Context: an optimization exercise on an open-source flow, tuned for a short achievable clock period and few clock cycles per item. The choices shown serve that exercise and are no tape-out recipe.
The RTL was checked by simulation tests, not by an equivalence proof against the original design.
The clock port is modelled as an ideal driver; clocking choices that lean on that would not hold on a real chip.
Power figures rest on the tool's default switching activity, not on a simulated workload.

==> inputs of job 8412 <==
==> flow/design.v <==
`default_nettype none
package instr_stream_pkg;
    localparam int DEF_IWIDTH = 32;
    localparam int DEF_DEPTH  = 64;
    localparam int DEF_LW     = 8;
    typedef enum logic [0:0] {
        ST_IDLE   = 1'b0,
        ST_STREAM = 1'b1
    } state_t;
    function automatic int addr_bits(input int depth);
        addr_bits = (depth > 1) ? $clog2(depth) : 1;
    endfunction
endpackage
`default_nettype wire
`default_nettype none
module instr_mem
#(
    parameter int    IWIDTH    = instr_stream_pkg::DEF_IWIDTH,
    parameter int    DEPTH     = instr_stream_pkg::DEF_DEPTH,
    parameter int    AW        = instr_stream_pkg::addr_bits(DEPTH)
) (
    input  wire logic              t_clk,
    input  wire logic              i_wr_en,
    input  wire logic [AW-1:0]     i_wr_addr,
    input  wire logic [IWIDTH-1:0] i_wr_data,
    input  wire logic [DEPTH-1:0]  i_rd_sel,
    output logic      [IWIDTH-1:0] o_rd_data
);
    logic [DEPTH-1:0][IWIDTH-1:0] r_mem;
    always_ff @(posedge t_clk) begin
        for (int i = 0; i < DEPTH; i++)
            if (i_wr_en && (i_wr_addr == AW'(i))) r_mem[i] <= i_wr_data;
    end
    always_comb begin
        o_rd_data = '0;
        for (int i = 0; i < DEPTH; i++)
            o_rd_data = o_rd_data | ({IWIDTH{i_rd_sel[i]}} & r_mem[i]);
    end
endmodule
`default_nettype wire
`default_nettype none
module instr_stream
#(
    parameter int    IWIDTH    = instr_stream_pkg::DEF_IWIDTH,
    parameter int    DEPTH     = instr_stream_pkg::DEF_DEPTH,
    parameter int    AW        = instr_stream_pkg::addr_bits(DEPTH),
    parameter int    LW        = instr_stream_pkg::DEF_LW
) (
    input  wire logic              t_clk,
    input  wire logic              t_rst,
    input  wire logic              t_i_req,
    input  wire logic [AW-1:0]     t_i_base,
    input  wire logic [LW-1:0]     t_i_len,
    input  wire logic              t_i_abort,
    input  wire logic              t_i_ready,
    output logic      [IWIDTH-1:0] t_o_instr,
    output logic                   t_o_valid,
    output logic                   t_o_last,
    output logic                   t_o_busy,
    output logic                   t_o_err,
    input  wire logic              t_i_wr_en,
    input  wire logic [AW-1:0]     t_i_wr_addr,
    input  wire logic [IWIDTH-1:0] t_i_wr_data
);
    logic              r_busy;
    logic              r_valid;
    logic              r_last;
    logic              r_err;
    logic [LW-1:0]     r_rem;     
    logic [DEPTH-1:0]  r_ptr;     
    logic [IWIDTH-1:0] r_out;
    logic              w_load;    
    logic [IWIDTH-1:0] w_rd_data;
    assign w_load = r_busy && (!r_valid || t_i_ready);
    instr_mem #(
        .IWIDTH    (IWIDTH),
        .DEPTH     (DEPTH),
        .AW        (AW)
    ) u_mem (
        .t_clk     (t_clk),
        .i_wr_en   (t_i_wr_en && !r_busy),
        .i_wr_addr (t_i_wr_addr),
        .i_wr_data (t_i_wr_data),
        .i_rd_sel  (r_ptr),
        .o_rd_data (w_rd_data)
    );
    always_ff @(posedge t_clk) begin
        if (w_load) r_out <= w_rd_data;
    end
    always_ff @(posedge t_clk) begin
        if (!r_busy) begin
            for (int i = 0; i < DEPTH; i++) r_ptr[i] <= (t_i_base == AW'(i));
            r_rem <= t_i_len;
        end else if (w_load) begin
            r_ptr <= {r_ptr[DEPTH-2:0], r_ptr[DEPTH-1]};
            r_rem <= r_rem - LW'(1);
        end
    end
    always_ff @(posedge t_clk or negedge t_rst) begin
        if (!t_rst) begin
            r_busy  <= 1'b0;
            r_valid <= 1'b0;
            r_last  <= 1'b0;
            r_err   <= 1'b0;
        end else begin
            r_err <= (!r_busy && t_i_req && (t_i_len == '0)) || (r_busy && t_i_wr_en);
            if (!r_busy) begin
                r_busy <= t_i_req && (t_i_len != '0);
            end else if (t_i_abort) begin
                r_busy  <= 1'b0;
                r_valid <= 1'b0;
            end else if (!r_valid || t_i_ready) begin
                if (r_valid && r_last) begin
                    r_busy  <= 1'b0;
                    r_valid <= 1'b0;
                end else begin
                    r_valid <= 1'b1;
                    r_last  <= (r_rem == LW'(1));
                end
            end
        end
    end
    assign t_o_instr = r_out;
    assign t_o_valid = r_valid;
    assign t_o_last  = r_last;
    assign t_o_busy  = r_busy;
    assign t_o_err   = r_err;
endmodule
`default_nettype wire
==> flow/flow/run.sh <==
#!/bin/bash
# Layout flow: the standard synthesis unchanged, then the standard ORFS
# steps with cell sizing not tied to footprints, stronger port buffers, and a
# greedy gate-sizing pass on the worst setup paths after clock tree synthesis.
set -euo pipefail
here=$(pwd)
bash standard.sh synth > synth.log 2>&1
bash standard.sh MATCH_CELL_FOOTPRINT=0 \
    "BUFFER_PORTS_ARGS=-buffer_cell sky130_fd_sc_hd__buf_8" \
    "POST_CTS_TCL=$here/flow/post_cts.tcl" SIZER_ITERS=300 \
    finish > layout.log 2>&1
==> flow/flow/post_cts.tcl <==
# POST_CTS hook: more setup repair passes with rising margins, then a greedy
# sizing pass on the worst setup paths, then legalize again.
source [file join [file dirname [info script]] sizer.tcl]
log_cmd estimate_parasitics -placement
report_worst_slack -max
foreach m {2.3 2.5 2.7 2.9} {
  log_cmd repair_timing -setup -setup_margin $m -repair_tns 5 -max_passes 200
  log_cmd estimate_parasitics -placement
  report_worst_slack -max
}
sz_run [expr {[info exists ::env(SIZER_ITERS)] ? $::env(SIZER_ITERS) : 300}]
detailed_placement
check_placement -verbose
log_cmd estimate_parasitics -placement
report_worst_slack -max
==> flow/flow/sizer.tcl <==
# Greedy path sizer: repeatedly takes the worst setup path and swaps the one
# cell on it (another drive strength of the same function) that helps most.
proc sz_alts {ref} {
  if {![regexp {^(sky130_fd_sc_hd__[a-z0-9]+)_([0-9]+)$} $ref -> base sz]} { return {} }
  if {[regexp {clkbuf|clkinv|dlygate|dlymetal|clkdly|probe|lpflow|conb|tap|fill|decap|diode} $base]} { return {} }
  set res {}
  foreach c [get_lib_cells ${base}_*] {
    set n [get_name $c]
    if {[regexp "^${base}_\[0-9\]+\$" $n] && $n ne $ref} { lappend res $n }
  }
  return $res
}
proc sz_reest {inst} {
  foreach pin [get_pins -of_objects $inst] {
    set net [get_nets -quiet -of_objects $pin]
    if {$net ne ""} { est::estimate_parasitic_net $net }
  }
}
proc sz_swap {inst cell} {
  replace_cell $inst $cell
  sz_reest $inst
}
proc sz_endpoint_slack {pin} {
  set pe [lindex [find_timing_paths -path_delay max -to $pin -group_path_count 1] 0]
  return [expr {[$pe slack] * 1e9}]
}
proc sz_wns {} {
  set pe [lindex [find_timing_paths -path_delay max -group_path_count 1 -sort_by_slack] 0]
  return [expr {[$pe slack] * 1e9}]
}
proc sz_run {iters} {
  set t0 [clock seconds]
  for {set it 0} {$it < $iters} {incr it} {
    set pe [lindex [find_timing_paths -path_delay max -group_path_count 1 -sort_by_slack] 0]
    set s0 [expr {[$pe slack] * 1e9}]
    set ep [$pe pin]
    set insts {}
    array unset seen
    foreach pin [[$pe path] pins] {
      set inst [$pin instance]
      if {$inst eq "NULL" || $inst eq ""} continue
      set n [get_full_name $inst]
      if {![info exists seen($n)]} { set seen($n) 1; lappend insts $inst }
    }
    set best_s $s0; set best_i ""; set best_c ""
    foreach inst $insts {
      set n [get_full_name $inst]
      set cur [get_property $inst ref_name]
      foreach alt [sz_alts $cur] {
        sz_swap $inst $alt
        set s [sz_endpoint_slack $ep]
        if {$s > $best_s + 0.001} {
          if {[sz_wns] >= [expr {min($s0, $s)} - 0.0005]} { set best_s $s; set best_i $inst; set best_c $alt }
        }
        sz_swap $inst $cur
      }
    }
    if {$best_i eq ""} { puts "sizer: no move at iter $it, wns [format %.3f $s0]"; break }
    sz_swap $best_i $best_c
    if {$it % 10 == 0} { puts "sizer: iter $it wns [format %.3f $s0] -> endpoint [format %.3f $best_s] ([get_full_name $best_i] -> $best_c) [expr [clock seconds]-$t0]s" }
  }
  puts "sizer: final wns [format %.3f [sz_wns]]"
}
==> flow/standard.sh <==
#!/bin/bash
# synth_recipe.tcl (not shown) runs the flow's synth.tcl, then flattens the netlist and writes it again
# the make line also repeats each setting of config.mk as NAME=value (left out here)
make -C /OpenROAD-flow-scripts/flow DESIGN_CONFIG=/design/flow/config.mk WORK_HOME=/design/flow/orfs CLKGATE_MAP_FILE= SYNTH_SCRIPT=/design/flow/synth_recipe.tcl "${@:-finish}"
==> flow/config.mk <==
export PLATFORM = sky130hd
export DESIGN_NAME = instr_stream
export DESIGN_NICKNAME = instr_stream
export VERILOG_FILES = /design/flow/design.v
export SDC_FILE = /design/flow/constraint.sdc
export NUM_CORES = 4
export LEC_CHECK = 0
export ABC_CLOCK_PERIOD_IN_PS = 1500
export CAP_MARGIN = 20
export CORE_MARGIN = 2
export CORE_UTILIZATION = 60
export PLACE_DENSITY = 0.8
export SETUP_SLACK_MARGIN = 2.5
export SLEW_MARGIN = 20
export TNS_END_PERCENT = 5
==> flow/constraint.sdc <==
create_clock -name core_clock -period 5.0 [get_ports {t_clk}]
set_input_delay 1.0000 -clock core_clock [delete_from_list [all_inputs] [get_ports {t_clk}]]
set_output_delay 1.0000 -clock core_clock [all_outputs]
set_load 0.01 [all_outputs]
==> inputs of job 6950, as changes to job 8412 <==
==> flow/flow/run.sh (replaced) <==
#!/bin/bash
# Layout flow: the standard synthesis unchanged, then the standard ORFS
# steps with cell sizing not tied to footprints and stronger port buffers.
set -euo pipefail
bash standard.sh synth > synth.log 2>&1
bash standard.sh MATCH_CELL_FOOTPRINT=0 \
    "BUFFER_PORTS_ARGS=-buffer_cell sky130_fd_sc_hd__buf_8" \
    finish > layout.log 2>&1
Settings changed: CORE_UTILIZATION 60 to 40, PLACE_DENSITY 0.8 to default, SETUP_SLACK_MARGIN 2.5 to 2.7, TNS_END_PERCENT 5 to 20.
removed: flow/flow/post_cts.tcl
removed: flow/flow/sizer.tcl
==> inputs of job 1559, as changes to job 8412 <==
==> flow/design.v, changed modules only <==
module instr_stream
#(
    parameter int    IWIDTH    = instr_stream_pkg::DEF_IWIDTH,
    parameter int    DEPTH     = instr_stream_pkg::DEF_DEPTH,
    parameter int    AW        = instr_stream_pkg::addr_bits(DEPTH),
    parameter int    LW        = instr_stream_pkg::DEF_LW
) (
    input  wire logic              t_clk,
    input  wire logic              t_rst,
    input  wire logic              t_i_req,
    input  wire logic [AW-1:0]     t_i_base,
    input  wire logic [LW-1:0]     t_i_len,
    input  wire logic              t_i_abort,
    input  wire logic              t_i_ready,
    output logic      [IWIDTH-1:0] t_o_instr,
    output logic                   t_o_valid,
    output logic                   t_o_last,
    output logic                   t_o_busy,
    output logic                   t_o_err,
    input  wire logic              t_i_wr_en,
    input  wire logic [AW-1:0]     t_i_wr_addr,
    input  wire logic [IWIDTH-1:0] t_i_wr_data
);
    logic              r_busy;    
    logic              r_idle;    
    logic              r_valid;   
    logic              r_vt;      
    logic              r_last;    
    logic              r_err;
    logic [LW-1:0]     r_rem;     
    logic [DEPTH-1:0]  r_nxt;     
    logic [IWIDTH-1:0] r_out;
    logic              w_accept;
    logic              w_hit;
    logic              w_take;
    logic              w_busy_d;
    logic [DEPTH-1:0]  w_dec;
    logic [DEPTH-1:0]  w_sel;
    logic [IWIDTH-1:0] w_rd_data;
    localparam int HB = AW / 2;
    logic [(1<<HB)-1:0]      w_dec_lo;
    logic [(1<<(AW-HB))-1:0] w_dec_hi;
    always_comb begin
        for (int j = 0; j < (1 << HB); j++)
            w_dec_lo[j] = (t_i_base[HB-1:0] == HB'(j));
        for (int k = 0; k < (1 << (AW - HB)); k++)
            w_dec_hi[k] = r_idle && (t_i_base[AW-1:HB] == (AW-HB)'(k));
        for (int i = 0; i < DEPTH; i++) begin
            w_dec[i] = w_dec_hi[i >> HB] && w_dec_lo[i % (1 << HB)];
            w_sel[i] = w_dec[i] || (w_take ? r_nxt[i] : r_nxt[(i + 1) % DEPTH]);
        end
    end
    assign w_accept = r_idle && t_i_req && (t_i_len != '0);
    assign w_take   = r_vt && t_i_ready;
    assign w_hit    = t_i_wr_en && (t_i_wr_addr == t_i_base);
    instr_mem #(
        .IWIDTH    (IWIDTH),
        .DEPTH     (DEPTH),
        .AW        (AW)
    ) u_mem (
        .t_clk     (t_clk),
        .i_wr_en   (t_i_wr_en && r_idle),
        .i_wr_addr (t_i_wr_addr),
        .i_wr_data (t_i_wr_data),
        .i_rd_sel  (w_sel),
        .o_rd_data (w_rd_data)
    );
    always_ff @(posedge t_clk) begin
        r_out <= w_rd_data;
    end
    always_ff @(posedge t_clk) begin
        if (r_idle || w_take) r_rem <= (r_idle ? t_i_len : r_rem) - LW'(1);
    end
    always_ff @(posedge t_clk or negedge t_rst) begin
        if (!t_rst)         r_nxt <= '0;
        else if (!w_busy_d) r_nxt <= '0;
        else if (r_idle)    r_nxt <= {w_dec[DEPTH-2:0], w_dec[DEPTH-1]};
        else if (w_take)    r_nxt <= {r_nxt[DEPTH-2:0], r_nxt[DEPTH-1]};
    end
    always_comb begin
        if (r_idle)         w_busy_d = w_accept;
        else if (t_i_abort) w_busy_d = 1'b0;
        else                w_busy_d = !(w_take && r_last);
    end
    always_ff @(posedge t_clk or negedge t_rst) begin
        if (!t_rst) begin
            r_busy  <= 1'b0;
            r_valid <= 1'b0;
            r_last  <= 1'b0;
            r_err   <= 1'b0;
        end else begin
            r_busy  <= w_busy_d;
            r_valid <= w_busy_d && !(r_idle && w_hit);
            r_err   <= (r_idle && t_i_req && (t_i_len == '0)) || (!r_idle && t_i_wr_en);
            if (r_idle)      r_last <= (t_i_len == LW'(1));
            else if (w_take) r_last <= (r_rem == LW'(1));
        end
    end
    always_ff @(posedge t_clk) begin
        r_idle <= !(t_rst && w_busy_d);
        r_vt   <= t_rst && w_busy_d && !(r_idle && w_hit);
    end
    assign t_o_instr = r_out;
    assign t_o_valid = r_valid;
    assign t_o_last  = r_last;
    assign t_o_busy  = r_busy;
    assign t_o_err   = r_err;
endmodule
==> notes <==
- Clock skew: job 1559 > job 6950 > job 8412.
- Total power: job 6950 is higher than job 1559 (15%).
- In job 8412 the critical path depth is lower than in job 6950, by 1.
- Against job 6950, the register-to-register slack of job 1559 is lower by 0.06 ns.
- The highest sequential share of layout area belongs to job 8412, the lowest to job 1559.
- Job 6950 completed with no timing, DRC or antenna violations. Job 1559 produced a clean layout. Job 8412 completed without violations.
- The lowest routed wire length belongs to job 8412, the highest to job 1559.
- In sequential power, job 6950 and job 1559 hardly differ.
- Of job 6950 and job 1559, job 6950 has the higher maximum frequency (gap about 2.2%, measured against job 1559).
- The highest via count belongs to job 1559, the lowest to job 6950.
- Count of clock-buffer cells in the layout: job 8412 < job 1559 < job 6950.
- Sequential cell count is the same in job 8412 and job 6950.
==> figures <==
Buffering stage count on the worst path with inverters included: job 6950 1; job 8412 1; job 1559 2
Part of the cycle the worst path needs: job 6950 61.45%; job 8412 59.49%; job 1559 62.80%
Worst Hold Slack: job 6950 0.4291 ns; job 8412 0.3790 ns; job 1559 0.05627 ns
Clock skew: job 6950 0.05172 ns; job 8412 0.03413 ns; job 1559 0.06920 ns
Number of vias after detailed routing: job 6950 45363; job 8412 45624; job 1559 51715
Hold Path End: job 6950 r_busy$_DFF_PN0_; job 8412 r_err$_DFF_PN0_; job 1559 -
Synthesized net count: job 6950 3936; job 8412 3936; job 1559 4303
Met3 capacity usage during global routing: job 6950 7.375%; job 8412 13.49%; job 1559 16.14%
Number of nets in the layout: job 6950 4378; job 8412 4147; job 1559 4867
Sw power: job 6950 12.03 mW; job 8412 11.83 mW; job 1559 8.460 mW
Cell Int Power: job 6950 30.87 mW; job 8412 30.44 mW; job 1559 28.84 mW
CP endpoint: job 6950 r_out[7]$_DFFE_PP_; job 8412 r_out[11]$_DFFE_PP_; job 1559 r_out[17]$_DFF_P_
Filler Cell Count: job 6950 15493; job 8412 7074; job 1559 6763
Die span in x: job 6950 445.2 um; job 8412 364.3 um; job 1559 366.7 um
Detailed placer's ending HPWL: job 6950 151700 um; job 8412 134900 um; job 1559 134500 um
Total power: job 6950 42.91 mW; job 8412 42.26 mW; job 1559 37.30 mW
Outcome: job 6950 no timing/DRC/antenna violations; job 8412 no timing/DRC/antenna violations; job 1559 no timing/DRC/antenna violations
Area of the die: job 6950 198200 um2; job 8412 132700 um2; job 1559 134500 um2
Area occupied by multi-input gates: job 6950 14040 um2; job 8412 14280 um2; job 1559 16410 um2
Core area: job 6950 193000 um2; job 8412 129200 um2; job 1559 131000 um2
Cells on Worst Hold Path: job 6950 2; job 8412 3; job 1559 -
Layout cells sized above 1: job 6950 23.92%; job 8412 20.76%; job 1559 25.75%
Post-Syn Area: job 6950 77880 um2; job 8412 77880 um2; job 1559 78940 um2
Testbench counts of job 8412, summed over its fixed seeds: cycles 20,017, beats 14,238.
Testbench counts of job 6950, summed over its fixed seeds: cycles 20,017, beats 14,238.
Testbench counts of job 1559, summed over its fixed seeds: cycles 17,657, beats 14,238.

-- re-timing with driven ports --
The flow's constraints put no driver on any port. The routed layouts listed below were extracted and timed again, unchanged, in two steps.
Step 1: set_driving_cell puts a clkbuf_16 on t_clk and a buf_2 on each other input, an assumption about the parent block.
Step 2 moves the port delays by t, midway between the first and last clock arrival at a register: inputs arrive t later, outputs are due t later. That takes back most of the time a late clock gives input paths.
a / b / c = ideal ports / drivers / drivers and shift; a / b = the first two.
run	t (ns)	slack for setup (ns)	worst register clock-pin slew, ns	worst slew at a driven data input, ns
job 8412	0.911	2.026 / 2.026 / 1.157	0.08 / 0.08	0.16
job 6950	0.927	1.927 / 1.927 / 1.404	0.07 / 0.07	0.20
job 1559	0.925	1.860 / 1.747 / 0.822	0.08 / 0.08	0.20
After both steps setup and hold are still met in every run listed. The setup slack of job 1559, which loses most, moves by -0.113 ns with the drivers and by -1.038 ns with both steps.
